What follows belongs to an exercise in optimizing a design on an open flow for small area, a short achievable clock period and few clock cycles per item; a production flow would make more cautious choices. Where RTL was checked, it was by simulation tests only, not by an equivalence proof against the original. Function not checked in run 2: the RTL went through the layout flow alone.

==> flow/design.v (outline; a module is shown in full before it is edited, if it fits) <==
// module arr_mult_fa: 10 lines
// module arr_mult_ha: 9 lines
// module arr_multiplier_pipe: 3438 lines
module arr_multiplier_pipe #(
  parameter int INPUT_BIT_SIZE = 32,
  parameter int STAGES         = 4
) (
  input  logic                          Clk,
  input  logic                          Reset,
  input  logic                          InValid,
  output logic                          InReady,
  input  logic [INPUT_BIT_SIZE-1:0]     InA,
  input  logic [INPUT_BIT_SIZE-1:0]     InB,
  input  logic                          Signed,
  output logic                          OutValid,
  input  logic                          OutReady,
  output logic [2*INPUT_BIT_SIZE-1:0]   Out
);
  // ...
==> flow/flow/run.sh <==
#!/bin/bash
# The standard layout, with two changes to how it is made:
#  - the input and output ports get sky130_fd_sc_hd__buf_2 buffers instead of the
#    buffer the resizer picks on its own (a slow delay cell);
#  - the resizer's timing repair aims for SETUP_SLACK_MARGIN ns of setup slack, so it
#    works on the paths that set the achieved period, not only on violations.
# The clock period, SDC and every other setting are the standard flow's.
set -euo pipefail
export SETUP_SLACK_MARGIN=${SETUP_SLACK_MARGIN_OVERRIDE:-18.0}
export BUFFER_PORTS_ARGS="-buffer_cell sky130_fd_sc_hd__buf_2"
export CTS_ARGS="-sink_clustering_enable -repair_clock_nets -dont_use_dummy_load -sink_clustering_size 25 -sink_clustering_max_diameter 100"
bash standard.sh > standard.log 2>&1
==> flow/standard.sh <==
#!/bin/bash
# synth_recipe.tcl (not shown) runs the flow's synth.tcl, then flattens the netlist and writes it again
# the make line also repeats each setting of config.mk as NAME=value (left out here)
make -C /OpenROAD-flow-scripts/flow DESIGN_CONFIG=/design/flow/config.mk WORK_HOME=/design/flow/orfs CLKGATE_MAP_FILE= SYNTH_SCRIPT=/design/flow/synth_recipe.tcl "${@:-finish}"
==> flow/config.mk <==
export PLATFORM = sky130hd
export DESIGN_NAME = arr_multiplier_pipe
export DESIGN_NICKNAME = arr_multiplier_pipe
export VERILOG_FILES = /design/flow/design.v
export SDC_FILE = /design/flow/constraint.sdc
export NUM_CORES = 4
export LEC_CHECK = 0
export ABC_AREA = 1
export CAP_MARGIN = 20
export CORE_MARGIN = 2
export CORE_UTILIZATION = 40
export CTS_CLUSTER_DIAMETER = 100
export CTS_CLUSTER_SIZE = 25
export SLEW_MARGIN = 20
export SYNTH_HIERARCHICAL = 1
export SYNTH_MINIMUM_KEEP_SIZE = 0
==> flow/constraint.sdc <==
create_clock -name core_clock -period 24.0 [get_ports {Clk}]
set_input_delay 4.8000 -clock core_clock [delete_from_list [all_inputs] [get_ports {Clk}]]
set_output_delay 4.8000 -clock core_clock [all_outputs]
set_load 0.01 [all_outputs]
==> impl_metrics.py, run 1 <==
metrics = {
    "timing": {
        "holdWs_ns": 0.451,
        "post-route-min-period_ns": 6.06,
        "setup_tns_ns": 0,
    },
    "routing": {
        "ant_nets": 0,
        "route.met3.wl_um": 12900,
        "top_layer": "met4",
        "vias": 23679,
        "drc": 0,
        "wl_met2_um": 45900,
    },
    "global_route": {
        "gr-usage-met1_pct": 33.2,
        "overflow": 0,
        "grt_max_degree": 72,
    },
    "worst_hold_path": {
        "holdCritStartpoint": "q_q[46]$_DFF_P_",
    },
    "critical_path": {
        "reg2reg_depth": 13,
        "max_stage_delay_ns": 0.50,
    },
    "yosys": {
        "syn_area_um2": 31300,
        "synthFlopType": "edfxtp_1",
        "synth.most_common_cell": "xor2_1",
    },
    "final_layout": {
        "clock_buffers": 18,
        "nFillCells": 7263,
        "nets": 3462,
        "fin_area_um2": 33400,
        "multi_input_cells": 2122,
        "clock_cell_area_share_pct": 1.35,
        "instances_no_fill": 3840,
    },
    "die": {
        "ios": 135,
        "tap_cells": 1040,
    },
    "placed_design": {
        "dp.cells": 3813,
    },
    "run_status": {
        "status": "complete, no violations",
    },
}
Testbench counts, summed over its fixed seeds: cycles 12,024, items 12,000.
==> inputs of run 2 (changes only) <==
--- a/flow/design.v
+++ b/flow/design.v
@@ -25,16 +25,24 @@
   input  logic i_a,
   input  logic i_b,
   output logic o_s,
   output logic o_c
 );
   assign o_s = i_a ^ i_b;
   assign o_c = i_a & i_b;
 endmodule
+module arr_mult_hold (
+  input  logic i_en,
+  input  logic i_d,
+  input  logic i_q,
+  output logic o_d
+);
+  assign o_d = i_en ? i_d : i_q;
+endmodule
 module arr_multiplier_pipe #(
   parameter int INPUT_BIT_SIZE = 32,
   parameter int STAGES         = 4
 ) (
   input  logic                          Clk,
   input  logic                          Reset,
   input  logic                          InValid,
   output logic                          InReady,
@@ -43,64 +51,74 @@
   input  logic                          Signed,
   output logic                          OutValid,
   input  logic                          OutReady,
   output logic [2*INPUT_BIT_SIZE-1:0]   Out
 );
   logic        en, o_en, q_vl, q_vl2;
   logic [63:0] q_q;
   logic        r_vl, o_vl;
+  logic        o_vl2;   
   logic        m_vl;
   logic [31:0] a;
-  logic [31:0] b;
-  logic        s;
   logic [63:0] prod, o_q;
   assign en      = !q_vl;
   assign o_en    = !o_vl || OutReady;
   assign InReady = !q_vl2;
+  logic [63:0] o_nxt;
+  logic [63:0] o_new;
+  assign o_new = q_vl ? q_q : prod;
+  for (genvar i = 0; i < 64; i++) begin : g_ohold
+    arr_mult_hold u_ohold (.i_en(o_en), .i_d(o_new[i]), .i_q(o_q[i]), .o_d(o_nxt[i]));
+  end
   always_ff @(posedge Clk or negedge Reset) begin
     if (!Reset) begin
       r_vl <= 1'b0;
       o_vl <= 1'b0;
+      o_vl2 <= 1'b0;
       m_vl <= 1'b0;
       q_vl <= 1'b0;
       q_vl2 <= 1'b0;
     end else begin
       if (en) begin
         r_vl <= InValid;
         m_vl <= r_vl;
       end
       if (o_en) o_vl <= q_vl || m_vl;
+      o_vl2 <= q_vl || m_vl || (o_vl && !OutReady);
       q_vl  <= !o_en && (q_vl || m_vl);
       q_vl2 <= (o_vl && !OutReady && q_vl) || (o_vl && !OutReady && m_vl);
     end
   end
   always_ff @(posedge Clk) begin
     if (en) begin
       a <= InA;
-      b <= InB;
-      s <= Signed;
+      a32  <= Signed & InA[31];
+      bone <= bone_d;
+      btwo <= btwo_d;
+      bneg <= bneg_d;
+      b16  <= InB[31] & ~Signed;
     end
     if (!q_vl) q_q <= prod;
-    if (o_en) o_q <= q_vl ? q_q : prod;
+    o_q <= o_nxt;
   end
   assign Out      = o_q;
-  assign OutValid = o_vl;
+  assign OutValid = o_vl2;
   logic [32:0] a33;
-  logic [33:0] b34;
+  logic [33:0] b34_d;
+  logic [15:0] bone_d, btwo_d, bneg_d;
   logic [15:0] bone, btwo, bneg;
-  logic        b16;
-  assign a33 = {s & a[31], a};
-  assign b34 = {s & b[31], b, 1'b0};
+  logic        a32, b16;
+  assign a33   = {a32, a};
+  assign b34_d = {Signed & InB[31], InB, 1'b0};
   for (genvar i = 0; i < 16; i++) begin : g_enc
-    assign bone[i] = b34[2*i+1] ^ b34[2*i];
-    assign btwo[i] = (b34[2*i+2] & ~b34[2*i+1] & ~b34[2*i]) | (~b34[2*i+2] & b34[2*i+1] & b34[2*i]);
-    assign bneg[i] = b34[2*i+2];
+    assign bone_d[i] = b34_d[2*i+1] ^ b34_d[2*i];
+    assign btwo_d[i] = (b34_d[2*i+2] & ~b34_d[2*i+1] & ~b34_d[2*i]) | (~b34_d[2*i+2] & b34_d[2*i+1] & b34_d[2*i]);
+    assign bneg_d[i] = b34_d[2*i+2];
   end
-  assign b16 = b[31] & ~s;
   logic pp0_0;
   logic pp0_1;
   logic pp0_2;
   logic pp0_3;
   logic pp0_4;
   logic pp0_5;
   logic pp0_6;
   logic pp0_7;
==> flow/flow/run.sh (replaced) <==
#!/bin/bash
# The standard layout, with two changes to how it is made:
#  - the input and output ports get sky130_fd_sc_hd__buf_2 buffers instead of the
#    buffer the resizer picks on its own (a slow delay cell);
#  - the resizer's timing repair aims for SETUP_SLACK_MARGIN ns of setup slack, so it
#    works on the paths that set the achieved period, not only on violations.
# The clock period, SDC and every other setting are the standard flow's.
set -euo pipefail
export SETUP_SLACK_MARGIN=${SETUP_SLACK_MARGIN_OVERRIDE:-18.4}
export BUFFER_PORTS_ARGS="-buffer_cell sky130_fd_sc_hd__buf_2"
bash standard.sh > standard.log 2>&1
==> run 2 against run 1 <==
Net effect: register-to-register slack improved by 0.48 ns; via count up 2.3%; design area is 5.4% higher; count of clock-buffer cells in the layout is 8 higher; global-route usage down 0.80 points; non-clock buffer count rose by 30; hold slack gained 0.0032 ns; core utilization increased by 0.81 points; sequential cell count increased by 18; still clean.
==> impl_metrics.py, run 2 <==
metrics = {
    "run_status": {
        "status": "complete, no violations",
    },
    "critical_path": {
        "arrival_ns": 1.10,
        "critical_path.startpoint_type": "flip-flop",
        "crit_fanout": 1,
        "crit_required_ns": 19.20,
        "crit_type": "reg2out",
        "cp-end-kind": "primary output",
    },
    "clock_tree": {
        "cts_tree": "done",
        "clk_path_buf_depth": 3,
        "cts_buffers": 21,
        "htreeDepth": 1,
        "insertion_delay_ns": 0.59,
        "cts_root_buffer": "clkbuf_16",
        "path_clk_slew_ns": 0.08,
        "clock_sinks": 314,
    },
    "die": {
        "start_util_pct": 40.2,
        "ios": 135,
        "die_w_um": 288,
        "fp.dieH_um": 288,
        "dieArea_um2": 82900,
        "core.rowCount": 104,
        "fp.coreArea_um2": 80200,
    },
    "routing": {
        "wl_met2_um": 44200,
        "postRouteWirelength_um": 102000,
        "ant_nets": 0,
        "wl_per_cell_um": 24.4,
        "vias": 24218,
        "top_layer": "met5",
        "drt_iter0_drc": 2745,
        "route.met3.wl_um": 13000,
        "drc": 0,
        "firstDrtPassIters": 6,
        "routed_via_density": 5.77,
        "wl_met1_um": 40200,
    },
    "yosys": {
        "yosys.area.top_type_share_pct": 31.1,
        "synth_top_cell_by_area": "fa_1",
        "synthArstFlopShare_pct": 1.91,
        "syn_nets": 3794,
        "syn_inst": 3134,
        "synth.top_cells.by_count": "xor2_1 (550), o22ai_1 (513), fa_1 (501)",
        "yosysSeqAreaShare_pct": 25.2,
        "ys_seq_elements": 314,
        "synth.most_common_cell": "xor2_1",
        "syn_area_um2": 32200,
        "ys_warn_count": 7,
        "synth_edf_count": 180,
        "ys_top_cells_by_area": "fa_1 (31%), edfxtp_1 (17%), xor2_1 (15%), o22ai_1 (10%), dfxtp_1 (7.9%)",
        "postSynthAreaPerCell_um2": 10.3,
        "synth_cell_types": 35,
        "synthFlopType": "edfxtp_1",
    },
    "timing": {
        "timing.final.crit_share_pct": 24.6,
        "slew_viol_final": 0,
        "finalClockSkew_ns": 0.0272,
        "setup_violations": 0,
        "finalHoldViolCount": 0,
        "grt_setup_unrepaired": "yes",
        "relSlewSlack_pct": 33.5,
        "post-route-min-period_ns": 5.90,
        "setup_tns_ns": 0,
        "max_clock_freq_mhz": 169,
        "holdWs_ns": 0.454,
        "tightest_slew_ns": 0.997,
    },
    "placed_design": {
        "dp.cells": 4137,
        "io_buffers": 134,
        "place_hpwl_um": 65000,
        "gp_congestion": 0.935,
    },
    "worst_hold_path": {
        "min_path_type": "reg2reg",
    },
    "final_layout": {
        "nFillCells": 7661,
        "largestRegisters": "o_q: 64 flops, q_q: 64 flops, a: 32 flops",
        "final_cell_mix": "xor2_1 (550), o22ai_1 (513), fa_1 (501), nand2_1 (431), inv_1 (240)",
        "diodes": 0,
        "instances_no_fill": 4195,
        "drive_above_1_share_pct": 12.3,
        "areaGrowthSynthToFinish_pct": 9.09,
        "final_common_cell": "xor2_1",
        "nets": 3780,
    },
    "global_route": {
        "antenna_found_initial": 1,
        "grt_pass1_vias": 25159,
        "overflow": 0,
        "grt_usage_pct": 24.7,
        "grt_max_degree": 133,
        "grt_pass1_wl_um": 156000,
    },
    "run": {
        "maxCapViolCount": 0,
    },
}
run 2: cell types whose count changed after synthesis, sizes merged, moves of 12 or more:
cell    change
buf        -77
xor2       +33
edfxtp     -47
o221ai     -12
a211oi     -15
o22ai      +14
mux2       +14
inv       +100
nand2     +175
clkbuf     +76
a21oi      -16
dfxtp      +64
nor2       -17
run 2: area by class of cell:
cell class                      count  area [um^2]  area share (%)
Multi-Input combinational cell   2290        22100            62.8
Sequential cell                   314         8200            23.3
Clock buffer                       26          554            1.58
Clock inverter                     12          175           0.498
Inverter                          255          976            2.77
Tap cell                         1060         1330            3.77
Timing Repair Buffer              238         1850            5.26
run 2: stage by stage:
| step | setup slack [ns] | utilization, % | instance area (um^2) |
|---|---|---|---|
| after global routing | 18.04 | 43.9 | 35200 |
| final | 18.10 | 43.9 | 35200 |
| after CTS | 18.05 | 43.8 | 35100 |
| after floorplan | 18.43 | - | 32300 |
| after global placement | 18.03 | 42.2 | 33800 |
| after detailed placement | 17.96 | 42.2 | 33800 |
run 2: cells by family after synthesis:
logic type | after synthesis | synth area share (%)
AO/OA/AOI/OAI | 598 | 11.5
adder cells (fa/ha/maj) | 591 | 34.6
XOR/XNOR | 576 | 15.6
buffers and inverters | 530 | 6.36
AND/OR/NAND/NOR | 511 | 6.28
flip-flops | 314 | 25.2
multiplexers | 14 | 0.489
run 2: what timing repair did:
action                                  CTS  global route
hold buffers                              0             0
pin swaps                                 0             0
gates resized for setup                 135             4
setup buffers                            16             4
endpoints found under the setup margin   66            71
run 2: final timing paths:
kind                                      start          endpoint  slack, ns  cells past startpoint
worst max-delay path            q_vl2$_DFF_PN0_           InReady      18.10                      2
worst min-delay path            o_q[41]$_DFF_P_   o_q[41]$_DFF_P_       0.45                      2
worst max register to register  a[21]$_DFFE_PN_   m_x44$_DFFE_PN_      18.58                     11
worst min register to register  o_q[41]$_DFF_P_   o_q[41]$_DFF_P_       0.45                      2
max in group asynchronous                 Reset    q_vl$_DFF_PN0_      19.82                      1
min in group asynchronous                 Reset  o_vl$_DFFE_PN0P_       4.02                      1
run 2: per-layer routing:
metal | track usage, % | vias to the layer above
met3 | 8.27 | 317
met1 | 32.5 | 11956
met5 | 0 | -
li1 | - | 10369
met2 | 37.0 | 1574
met4 | 11.0 | 2
run 2: worst max-delay path, cell delays in order (launching register included):
cell,delay (ns)
dfrtp_1,0.37
inv_1,0.05
buf_2,0.12
run 2: per-module statistics from Yosys (local to each module, per instance):
module	cells	times used	cell area (um^2)
arr_mult_fa	1	493	20.0
arr_mult_ha	1	17	12.5
arr_mult_hold	4	64	15.0
arr_multiplier_pipe	2368	1	21200

[what the ideal ports hide]
The flow's constraints put no driver on any port. The routed layouts listed below were extracted and timed again, unchanged, in two steps. Step 1 sets driving cells, clkbuf_16 on the clock port and buf_2 on the other inputs (assumed; they add their load-dependent delay and slew). Step 2 also shifts input and output timing later by t, the mid clock arrival at the registers, as if the neighbouring blocks saw the same clock. a / b / c = no drivers / after step 1 / after step 2; a / b = the first two.
run | t (ns) | setup WS [ns] | worst setup path at the end | latest minus earliest clock arrival (ns)
run 1 | 0.615 | 17.937 / 17.871 / 17.661 | input to register | 0.054 / 0.053
run 2 | 0.645 | 18.098 / 18.032 / 17.969 | input to register | 0.030 / 0.029
After both steps setup and hold are still met in every run listed. For run 1, which loses most, drivers alone change the setup slack by -0.066 ns; drivers and shift together by -0.276 ns.
